Source: an optimization exercise on an open RTL-to-GDS flow (aim: small area, a short achievable clock period and few clock cycles per item). Production flows keep margins and buffers that such runs may drop. No run shown here included a check of the RTL's function; only the layout flow was run. No activity file was given, so power comes from the tool's default toggle rates.

## flow/design.v

```verilog
package rsa_pkg;
  localparam int PW_DEF  = 16;
  localparam int NW_DEF  = 2 * PW_DEF;
  localparam int DIV_LAT = NW_DEF;
endpackage
import rsa_pkg::*;
module rsa_seq_div
#(
  parameter int W = rsa_pkg::DIV_LAT
) (
  input  logic         clk,
  input  logic         rst,
  input  logic         start,
  input  logic [W-1:0] dividend,
  input  logic [W-1:0] divisor,
  output logic [W-1:0] quot,
  output logic [W-1:0] rem,
  output logic         done
);
  localparam int CW = $clog2(W + 1);
  logic [W-1:0]  rem_q, quo_q, dsr_q;
  logic [CW-1:0] cnt;
  logic          active;
  logic [W-1:0]  src_rem, src_quo, src_dsr, nxt_rem, nxt_quo;
  logic [W:0]    trial;
  logic          qbit;
  always_comb begin
    src_rem = start ? '0       : rem_q;
    src_quo = start ? dividend : quo_q;
    src_dsr = start ? divisor  : dsr_q;
    trial   = {src_rem, src_quo[W-1]};
    if (trial >= {1'b0, src_dsr}) begin
      nxt_rem = W'(trial - {1'b0, src_dsr});
      qbit    = 1'b1;
    end else begin
      nxt_rem = trial[W-1:0];
      qbit    = 1'b0;
    end
    nxt_quo = {src_quo[W-2:0], qbit};
  end
  always_ff @(posedge clk) begin
    if (rst) begin
      active <= 1'b0;
      done   <= 1'b0;
      cnt    <= '0;
    end else begin
      done <= 1'b0;
      if (start) begin
        active <= 1'b1;
        cnt    <= CW'(1);
      end else if (active) begin
        cnt <= cnt + CW'(1);
        if (cnt == CW'(W - 1)) begin
          active <= 1'b0;
          done   <= 1'b1;
        end
      end
    end
  end
  always_ff @(posedge clk) begin
    if (start || active) begin
      rem_q <= nxt_rem;
      quo_q <= nxt_quo;
    end
    if (start) dsr_q <= divisor;
  end
  assign quot = quo_q;
  assign rem  = rem_q;
endmodule
module rsa_key_setup
#(
  parameter int PW = rsa_pkg::PW_DEF
) (
  input  logic            clk,
  input  logic            rst,
  input  logic            start,
  input  logic [PW-1:0]   p,
  input  logic [PW-1:0]   q,
  input  logic [2*PW-1:0] ext_e,
  output logic            busy,
  output logic            done,
  output logic [2*PW-1:0] n,
  output logic [2*PW-1:0] e_o,
  output logic [2*PW-1:0] d,
  output logic            invalid
);
  localparam logic [1:0] S_IDLE = 2'd0, S_MUL = 2'd1, S_CHK = 2'd2,
                         S_GCD  = 2'd3;
  logic [1:0]  st;
  logic [3:0]  cnt;
  logic        borrow, case2, pqbad, first, ltf;
  logic [31:0] phr;           
  logic [32:0] a, t;
  logic [32:0] ca1, ct1, ct2;
  logic        ca2s;          
  logic [32:0] ca2;
  assign ca2 = {ca2s, d};
  logic in_mul, in_gcd;
  assign in_mul = (st == S_MUL);
  assign in_gcd = (st == S_GCD);
  logic        a_neg, t_neg, op_sub, vb, swap;
  logic [33:0] va_sum;
  logic [34:0] va_r;
  logic [32:0] t_next;
  always_comb begin
    a_neg  = a[32];
    t_neg  = t[32];
    op_sub = in_gcd & (a_neg == t_neg);
    vb     = in_mul ? (t[0] ^ borrow) : t[0];
    va_r   = {t[32], t, 1'b1} + {(op_sub ? ~{a[32], a} : {a[32], a}), op_sub};
    va_sum = va_r[34:1];
    t_next = vb ? va_sum[33:1] : {t[32], t[32:1]};
    swap   = vb & (va_sum[33] != t_neg);
  end
  function automatic logic [34:0] add3(input logic [34:0] x,
                                       input logic [34:0] y, input logic en_y, input logic neg_y,
                                       input logic [34:0] z, input logic en_z, input logic neg_z);
    logic [34:0] yy, zz, sv, cv;
    logic [35:0] r;
    yy = en_y ? (neg_y ? ~y : y) : 35'd0;
    zz = en_z ? (neg_z ? ~z : z) : 35'd0;
    sv = x ^ yy ^ zz;
    cv = {(x[33:0] & yy[33:0]) | (x[33:0] & zz[33:0]) | (yy[33:0] & zz[33:0]), en_y & neg_y};
    r  = {sv, 1'b1} + {cv, en_z & neg_z};
    add3 = r[35:1];
  endfunction
  logic        t_zero, odd, par, sigma, y1en, fix_neg;
  logic        y2en, y2neg, z2en, z2neg;
  logic [34:0] m1, m2, s1, s2;
  always_comb begin
    t_zero = (t == 33'd0);
    odd    = t[0];
    m1     = {3'b000, e_o};
    m2     = {3'b111, phr};
    par    = case2 ? (ct2[0] ^ (odd & ca2[0])) : (ct1[0] ^ (odd & ca1[0]));
    sigma  = case2 ? ct2[32] : ~ct1[32];
    y1en = in_mul ? ct1[0] : (in_gcd & odd);
    s1   = add3({{2{ct1[32]}}, ct1}, {{2{ca1[32]}}, ca1}, y1en, op_sub,
                m1, in_gcd & par, sigma);
    fix_neg = ca2s ^ a_neg;
    if (t_zero) begin
      y2en = 1'b1;    y2neg = a_neg;
      z2en = fix_neg; z2neg = 1'b1;
    end else begin
      y2en = odd;     y2neg = op_sub;
      z2en = par;     z2neg = sigma;
    end
    s2 = add3({{2{ct2[32]}}, ct2}, {{2{ca2[32]}}, ca2}, y2en, y2neg,
              m2, z2en, z2neg);
  end
  logic a_unit;
  assign a_unit = (a == 33'd1) || (a == {33{1'b1}});
  always_ff @(posedge clk) begin
    if (rst) begin
      st      <= S_IDLE;
      busy    <= 1'b0;
      done    <= 1'b0;
      invalid <= 1'b0;
      n       <= '0;
      e_o     <= '0;
      d       <= '0;
    end else begin
      done <= 1'b0;
      case (st)
        S_IDLE: begin
          busy <= 1'b0;
          if (start && !busy) begin
            busy   <= 1'b1;
            e_o    <= ext_e;
            a      <= {1'b1, ~(p - 16'd2), 16'd0};
            t      <= {17'd0, q};
            ct1    <= {17'd0, q};
            ca1    <= {1'b0, p, 16'd0};
            borrow <= 1'b1;
            pqbad  <= (p < 16'd2) || (q < 16'd2) || (p == q);
            cnt    <= '0;
            st     <= S_MUL;
          end
        end
        S_MUL: begin
          ct1    <= s1[34:1];
          t      <= t_next;
          borrow <= borrow & ~t[0];
          cnt    <= cnt + 4'd1;
          if (cnt == 4'd15) st <= S_CHK;
        end
        S_CHK: begin
          n   <= ct1[31:0];
          phr <= t[31:0];
          if (pqbad || (e_o < 32'd2) || (!e_o[0] && !t[0])) begin
            done    <= 1'b1;
            invalid <= 1'b1;
            d       <= '0;
            st      <= S_IDLE;
          end else begin
            case2 <= ~e_o[0];
            first <= 1'b1;
            if (e_o[0]) begin
              a    <= {1'b0, e_o};
              ca1  <= '0;
              ct1  <= {33{1'b1}};
              ca2s <= 1'b0;
              d    <= 32'd1;
              ct2  <= '0;
            end else begin
              a    <= t;
              t    <= {1'b0, e_o};
              ca1  <= {33{1'b1}};
              ct1  <= '0;
              ca2s <= 1'b0;
              d    <= 32'd0;
              ct2  <= 33'd1;
            end
            st <= S_GCD;
          end
        end
        S_GCD: begin
          first <= 1'b0;
          if (first) ltf <= va_sum[33];
          if (t_zero) begin
            done <= 1'b1;
            st   <= S_IDLE;
            if (ltf && a_unit) begin
              invalid <= 1'b0;
              d       <= s2[31:0];
            end else begin
              invalid <= 1'b1;
              d       <= '0;
            end
          end else begin
            t   <= t_next;
            ct1 <= s1[34:1];
            ct2 <= s2[34:1];
            if (swap) begin
              a    <= t;
              ca1  <= ct1;
              ca2s <= ct2[32];
              d    <= ct2[31:0];
            end
          end
        end
        default: st <= S_IDLE;
      endcase
    end
  end
endmodule
```

## flow/run.sh

```bash
#!/bin/bash
# synth_recipe.tcl (not shown) runs the flow's synth.tcl, then flattens the netlist and writes it again
# the make line also repeats each setting of config.mk as NAME=value (left out here)
make -C /OpenROAD-flow-scripts/flow DESIGN_CONFIG=/design/flow/config.mk WORK_HOME=/design/flow/orfs CLKGATE_MAP_FILE= SYNTH_SCRIPT=/design/flow/synth_recipe.tcl finish
```

## flow/config.mk

```make
export PLATFORM = sky130hd
export DESIGN_NAME = rsa_key_setup
export DESIGN_NICKNAME = rsa_key_setup
export VERILOG_FILES = /design/flow/design.v
export SDC_FILE = /design/flow/constraint.sdc
export NUM_CORES = 4
export LEC_CHECK = 0
export CAP_MARGIN = 20
export CORE_MARGIN = 2
export CORE_UTILIZATION = 40
export SLEW_MARGIN = 20
```

## flow/constraint.sdc

```tcl
create_clock -name core_clock -period 10.0 [get_ports {clk}]
set_input_delay 2.0000 -clock core_clock [delete_from_list [all_inputs] [get_ports {clk}]]
set_output_delay 2.0000 -clock core_clock [all_outputs]
set_load 0.01 [all_outputs]
```

==> flow_metrics.tcl, run 1 <==
set metrics [dict create \
    start_util_pct 40.5 \
    p_leak_uw 0.0102 \
    cts_made_buffers 39 \
    avgSynthCellArea_um2 8.94 \
    path_clk_slew_ns 0.06 \
    antenna_found_initial 0 \
    cts_hold_repair.buffers 0 \
    crit_path_end_kind "register" \
    synth_adder_area_share_pct 12.0 \
    drive_above_1_share_pct 5.54 \
    core_area_um2 53800 \
    dr.pass1.iters 6 \
    rsz0062_at_grt "no" \
    wirelength_met1_mm 31.1 \
    maxSlewHeadroom_pct 28.7 \
    cp-start-kind "register" \
    maxCapViolations 0 \
    drtIter0Drc 1752 \
    htree_levels 2 \
    power_density_nw_per_um2 164 \
    nNetsFinal 2789 \
    portBuffers 165 \
    cts_sinks 308 \
    skew_ns 0.0269 \
    synth_cell_types 72 \
    synth_xor_area_share_pct 10.1 \
    synth_cells 2440 \
    slowest_stage "nor2_4" \
    finalWirelength_mm 71.6 \
    grt_pass1_wl_mm 110 \
    crit_top_cell "nor2_1" \
    grt_pass1_vias 18600 \
    fp.dieW_um 237 \
    n_antenna_cell 0 \
    grt-ovfl-total 0 \
    ant_nets 0 \
    dp_hpwl_mm 51.6 \
    hold_ws_ns 0.452 \
    tritoncts "done" \
    setup_violations 0 \
    place_congestion 0.979 \
    hold_viol 0 \
    drv_slew 0 \
    synthMuxAreaShare_pct 1.03 \
    maxUsedRoutingLayer "met4" \
    path_cells "inv_2 -> nor2_4 -> inv_2 -> buf_4 -> nor2_4 -> buf_12 -> mux2i_4 -> buf_4 -> xor2_1 -> nor2_1 -> fa_1 -> inv_1 -> fa_1 -> nand2b_1 -> a21oi_1 -> o211ai_1 -> a211oi_1 -> nor2_1 -> o21ai_0 -> o21a_1 -> nor2_1 -> xnor2_1 -> a22oi_1 -> a211oi_1" \
    syn_to_final_growth_pct 17.0 \
    drcViolationCount 0 \
    finalCritPeriodShare_pct 69.9 \
    wl_met2_mm 32.3 \
    synth_ff_type "edfxtp_1" \
    power_uw 4190 \
    post-place-ws_ns 3.06 \
    period_minus_slack_ns 6.99 \
    synth_compound_area_share_pct 17.9 \
    fin_setup_tns_ns 0 \
    cts-root-buf "clkbuf_16" \
    hp-class "reg2reg" \
    clockBufferDepth 3 \
    via_per_inst 5.68 \
    num_vias 18600 \
    cp_max_fo 66 \
    clkLatencyLatePin_ns 0.57 \
    die_h_um 237 \
    grt_max_degree 83 \
    rows 85 \
    fmax_mhz 143 \
    synth_seq_cells 308 \
    finalWorstSetupSlack_ns 3.01 \
    async_flop_share_pct 0 \
    cts_setup_buffers 0 \
    required_ns 10.47 \
    peakVddDrop_v 0.0000995 \
    tightest_slew_ns 1.07 \
    critical_path_arrival_ns 7.46 \
    met3_wirelength_mm 5.33 \
    status "timing/DRC/antenna clean" \
    die_area_um2 56400 \
    synth-simple-area-share_pct 15.5 \
    ys_seq_area_share_pct 37.8 \
    wl_per_cell_um 21.8 \
    track_usage_pct 25.3 \
    synth_area_um2 21800 \
    post_cts_resized 0 \
    crit_type "reg2reg" \
    slowest_delay_ns 0.79 \
    io_pins 166 \
    synth_warnings 1 \
    syn-num-nets 2676 \
    synth_top_family_by_area "compound AO/OA/AOI/OAI gates" \
    synth_edf_count 207 \
]
-- metrics by stage --
| stage | std cells | util, % | area (um2) |
|---|---|---|---|
| 2_1_floorplan | 2440 | - | 21800 |
| 3_3_place_gp | 3207 | 44.9 | 24200 |
| 3_5_place_dp | 3207 | 44.9 | 24200 |
| 4_1_cts | 3278 | 47.4 | 25500 |
| 5_1_grt | 3279 | 47.4 | 25500 |
| 6_report | 3279 | 47.4 | 25500 |
-- worst max-delay path: cells and delay by family (launching register included) --
| family | cells | cell delay [ns] |
|---|---|---|
| xor gates and xnor gates | 2 | 0.41 |
| adders and majority gates | 2 | 1.01 |
| DFF | 1 | 0.52 |
| buffers and inverters | 6 | 1.34 |
| AOI/OAI and AO/OA | 7 | 1.91 |
| muxes | 1 | 0.12 |
| and+or+nand+nor | 6 | 1.46 |
-- path summary, 6_finish.rpt --
check | start | end | slack [ns] | cells past startpoint
setup reg to reg | st[1] | d[23] | 3.01 | 24
hold / removal | n[12] | n[12] | 0.45 | 2
setup / recovery | st[1] | d[23] | 3.01 | 24
hold reg to reg | n[12] | n[12] | 0.45 | 2
-- metal layers --
metal,vias up,GRT usage [%]
met4,0,10.2
li1,8731,-
met1,8980,34.4
met2,738,40.2
met5,-,0
met3,170,4.12
-- cell families after synthesis --
logic type      count (synthesis)
simple gates                  751
compound gates                615
buf+inv                       324
flops                         308
xor+xnor                      251
fa+ha+maj                     169
mux                            22
-- power breakdown --
group / internal [uW] / total, uW / switching (uW)
Clock: 864 / 1460 / 599
Sequential: 1480 / 1630 / 147
Combinational: 435 / 1100 / 662
Total: 2780 / 4190 / 1410
-- cell type report --
cell class	count	area [um2]
repair buffers	200	1930
well taps	696	871
inverters	196	736
multi-input cells	1808	12400
clock inverters	19	166
flip-flops and latches	308	8250
fillers	5142	28300
clock buffers	52	1150
-- Yosys cell counts, types with 4 or more instances --
master     instances  area (um2)
o21a_1            11        82.6
nor2_1           214         803
nand3_1           23         115
xnor2_1          123        1080
or3_1             17         106
o22ai_1           16         100
o211ai_1          10        75.1
and3_1            17         106
a22oi_1           19         143
xor2_1           128        1120
a32oi_1            5        43.8
a31oi_1           11        68.8
a21oi_1          263        1320
buf_2              8        40.0
and2_1            23         144
a211oi_1          37         278
nor2b_1           21         131
o31ai_1            5        37.5
o2111ai_1          4        35.0
or2_2              7        43.8
a21o_1            53         398
fa_1              67        1340
edfxtp_1         207        6220
o21ai_0           95         475
inv_1            192         721
nor3_1            39         195
nand4_1           30         188
o21bai_1          17         128
o221ai_1          12         105
dfxtp_1          101        2020
a211oi_2          10         125
buf_1             12        45.0
nor3b_1            5        37.5
nand2b_1          15        93.8
nor4_1            28         175
nand2_1          299        1120
a22o_1            16         140
mux2i_1           19         190
a211o_1            7        61.3
ha_1             102        1280
clkbuf_1         105         394
-- placed cells by master, fill, tap and decap left out, drive strengths merged, types with 13 or more instances in the layout --
| master | synthesis | final |
|---|---|---|
| and2 | 23 | 23 |
| mux2i | 19 | 19 |
| a211oi | 47 | 47 |
| o221ai | 13 | 13 |
| fa | 67 | 67 |
| nor2 | 215 | 215 |
| nor2b | 21 | 21 |
| or3 | 17 | 17 |
| and3 | 17 | 17 |
| ha | 102 | 102 |
| nand2 | 299 | 299 |
| xor2 | 128 | 128 |
| nor3 | 39 | 39 |
| buf | 23 | 36 |
| o21bai | 17 | 17 |
| o21ai | 97 | 97 |
| a22o | 16 | 16 |
| clkinv | 1 | 16 |
| a21oi | 263 | 263 |
| nand4 | 30 | 30 |
| a22oi | 19 | 19 |
| nand2b | 15 | 15 |
| o22ai | 16 | 16 |
| edfxtp | 207 | 207 |
| nand3 | 23 | 23 |
| clkbuf | 105 | 52 |
| dfxtp | 101 | 101 |
| inv | 195 | 197 |
| clkdlybuf4s50 | 0 | 164 |
| a21o | 53 | 53 |
| nor4 | 28 | 28 |
| xnor2 | 123 | 123 |
-- state kept, by name (all words and copies together) (netlist names), 2 cells and up --
name,count
ct2,33
a,33
n,32
e_o,32
cnt,4
t,33
ca1,33
ct1,33
phr,32
st,2
d,32
==> run 2, diff against run 1 <==
--- a/flow/config.mk
+++ b/flow/config.mk
@@ -6,6 +6,8 @@
 export NUM_CORES = 4
 export LEC_CHECK = 0
+export ABC_CLOCK_PERIOD_IN_PS = 2500
 export CAP_MARGIN = 20
 export CORE_MARGIN = 2
 export CORE_UTILIZATION = 40
+export SETUP_SLACK_MARGIN = 5
 export SLEW_MARGIN = 20
==> flow_metrics.tcl, run 2 <==
set metrics [dict create \
    grt_pass1_wl_mm 116 \
    synth_common_cells "nand2_1 (299), a21oi_1 (263), nor2_1 (214)" \
    track_usage_pct 26.8 \
    synth_edf_count 207 \
    htree_levels 2 \
    skew_ns 0.0275 \
    drtIter0Drc 1809 \
    synth_area_um2 21800 \
    tritoncts "done" \
    finalCritPeriodShare_pct 51.3 \
    dp_hpwl_mm 51.5 \
    maxCapViolations 0 \
    period_minus_slack_ns 5.13 \
    synth_top_area_cell "edfxtp_1" \
    final_cell_mix "nand2_1 (293), a21oi_1 (240), edfxtp_1 (207), nor2_1 (204), inv_1 (186)" \
    power_density_nw_per_um2 156 \
    die_area_um2 56400 \
    ant_nets 0 \
    clockBufferDepth 3 \
    path_clk_slew_ns 0.06 \
    crit_path_end_kind "register" \
    setup_violations 0 \
    rows 85 \
    fp.dieW_um 237 \
    portBuffers 165 \
    n_fill_cell 4992 \
    hold_viol 0 \
    synth.most_common_cell "nand2_1" \
    multiInputGateArea_um2 13300 \
    synth_warnings 1 \
    drv_slew 0 \
    finalWirelength_mm 76.8 \
    antenna_found_initial 5 \
    peakVddDrop_v 0.000110 \
    cts_hold_repair.buffers 0 \
    cp_max_fo 14 \
    drive_above_1_share_pct 13.6 \
    synth_top_area_share_pct 28.5 \
    tightest_slew_ns 0.976 \
    grt_max_degree 83 \
    critical_path_arrival_ns 5.55 \
    power_uw 4270 \
    die_h_um 237 \
    rsz0062_at_grt "yes" \
    status "timing/DRC/antenna clean" \
    p_leak_uw 0.0110 \
    avgSynthCellArea_um2 8.94 \
    drcViolationCount 0 \
    start_util_pct 40.5 \
    required_ns 10.42 \
    final_common_cell "nand2_1" \
    via_per_inst 5.77 \
    cts_made_buffers 38 \
    cts-root-buf "clkbuf_16" \
    maxSlewHeadroom_pct 34.8 \
    hp-class "reg2reg" \
    synth_cells 2440 \
    ys_seq_area_share_pct 37.8 \
    clkLatencyLatePin_ns 0.56 \
    syn_to_final_growth_pct 25.9 \
    crit_type "reg2reg" \
    seqCellArea_um2 8250 \
    core_area_um2 53800 \
    cp-start-kind "register" \
    grt_pass1_vias 19300 \
    fin_setup_tns_ns 0 \
    fmax_mhz 195 \
    num_vias 19600 \
    dr.pass1.iters 6 \
    wl_per_cell_um 22.6 \
    synth_cell_types 72 \
    syn-num-nets 2676 \
    synth_seq_cells 308 \
    cts_sinks 308 \
    place_congestion 0.958 \
    io_pins 166 \
    async_flop_share_pct 0 \
    synth_area_leaders "edfxtp_1 (29%), dfxtp_1 (9.3%), fa_1 (6.2%)" \
    grt-ovfl-total 0 \
    synth_ff_type "edfxtp_1" \
    nNetsFinal 2904 \
]
## run 2: cells by family after synthesis
| group | Yosys count | synth area share, % |
|---|---|---|
| AND/OR/NAND/NOR | 751 | 15.5 |
| AO/OA/AOI/OAI | 615 | 17.9 |
| buffers and inverters | 324 | 5.71 |
| flip-flops | 308 | 37.8 |
| XOR/XNOR | 251 | 10.1 |
| adder cells (fa/ha/maj) | 169 | 12.0 |
| multiplexers | 22 | 1.03 |
## run 2: power breakdown
part / leakage (uW) / internal (uW) / switching (uW)
Clock: 0.000588 / 803 / 580
Combinational: 0.00768 / 528 / 753
Sequential: 0.00276 / 1480 / 131
Total: 0.0110 / 2810 / 1460
## run 2: final cells by class
class,count,area share [%]
flip-flops and latches,308,30.0
clock buffers,52,3.88
repair buffers,311,11.3
multi-input cells,1813,48.3
well taps,696,3.17
clock inverters,17,0.561
diodes,2,0.0182
inverters,196,2.74
## run 2: path summary, 6_finish.rpt
path                            slack, ns  start     to  cells past startpoint
worst max-delay path                 4.87  t[19]  d[27]                     21
worst min-delay path                 0.46  n[10]  n[10]                      2
worst max register to register       4.87  t[19]  d[27]                     21
worst min register to register       0.46  n[10]  n[10]                      2
## run 2: timing repair
item                       in CTS  in global routing
pin swaps                      52                 62
setup endpoints to repair     190                142
setup buffers                  64                 45
resized for setup             118                 68
gates cloned                   10                  0
## run 2: layer usage
| metal | vias to the layer above | global-route usage, % | wire length, um |
|---|---|---|---|
| li1 | 8967 | - | - |
| met3 | 186 | 4.40 | 6330 |
| met5 | - | 0 | 13 |
| met1 | 9540 | 35.7 | 32100 |
| met2 | 889 | 44.4 | 35600 |
| met4 | 2 | 8.79 | 2810 |
## run 2: worst max-delay path: stages, from the launching register on
cell      delay (ns)
edfxtp_1        0.51
nor4_4          0.31
nand4_1         0.18
or3_4           0.44
buf_4           0.16
buf_4           0.13
a21o_4          0.26
o21ai_1         0.26
fa_1            0.48
ha_1            0.37
o211ai_1        0.16
a21oi_4         0.15
o211ai_1        0.11
buf_4           0.15
a211oi_2        0.16
buf_4           0.18
o211ai_1        0.12
a211o_1         0.35
xor2_2          0.17
nor2_1          0.06
a21oi_1         0.18
a211oi_1        0.09
## run 2: per-stage QoR
stage | cell area (um2) | cells | hold slack [ns] | utilization, % | worst slack, ns
finish | 27400 | 3395 | 0.455 | 51.0 | 4.87
global placement | 24200 | 3205 | 0.448 | 44.9 | 3.24
CTS | 26700 | 3348 | 0.458 | 49.7 | 4.99
global route | 27400 | 3394 | 0.478 | 51.0 | 4.67
floorplan | 21800 | 2440 | 0.481 | - | 4.95
detailed placement | 24200 | 3205 | 0.448 | 44.9 | 3.16

## static timing again, ports no longer ideal
Ports are ideal in the flow. The routed layouts listed here were re-timed in OpenROAD.
Step 1, drivers: a clkbuf_16 drives clk and a buf_2 each remaining input, both assumed.
Step 2, shift: input delay + t, output delay - t, t = (earliest + latest rising clock arrival at the registers) / 2. This alone moves slack from input paths to output paths.
Three values: no drivers, after step 1, after step 2; two values: the first two.
run | t, ns | setup slack, ns | clock arrival spread, ns | pins driven straight from the clock port
run 1 | 0.615 | 3.013 / 3.013 / 3.013 | 0.027 / 0.027 | 1
run 2 | 0.611 | 4.871 / 4.871 / 4.776 | 0.027 / 0.027 | 1
After both steps every run listed still meets setup and hold. The setup slack of run 2, which loses most, moves by 0.000 ns with the drivers and by -0.095 ns with both steps.
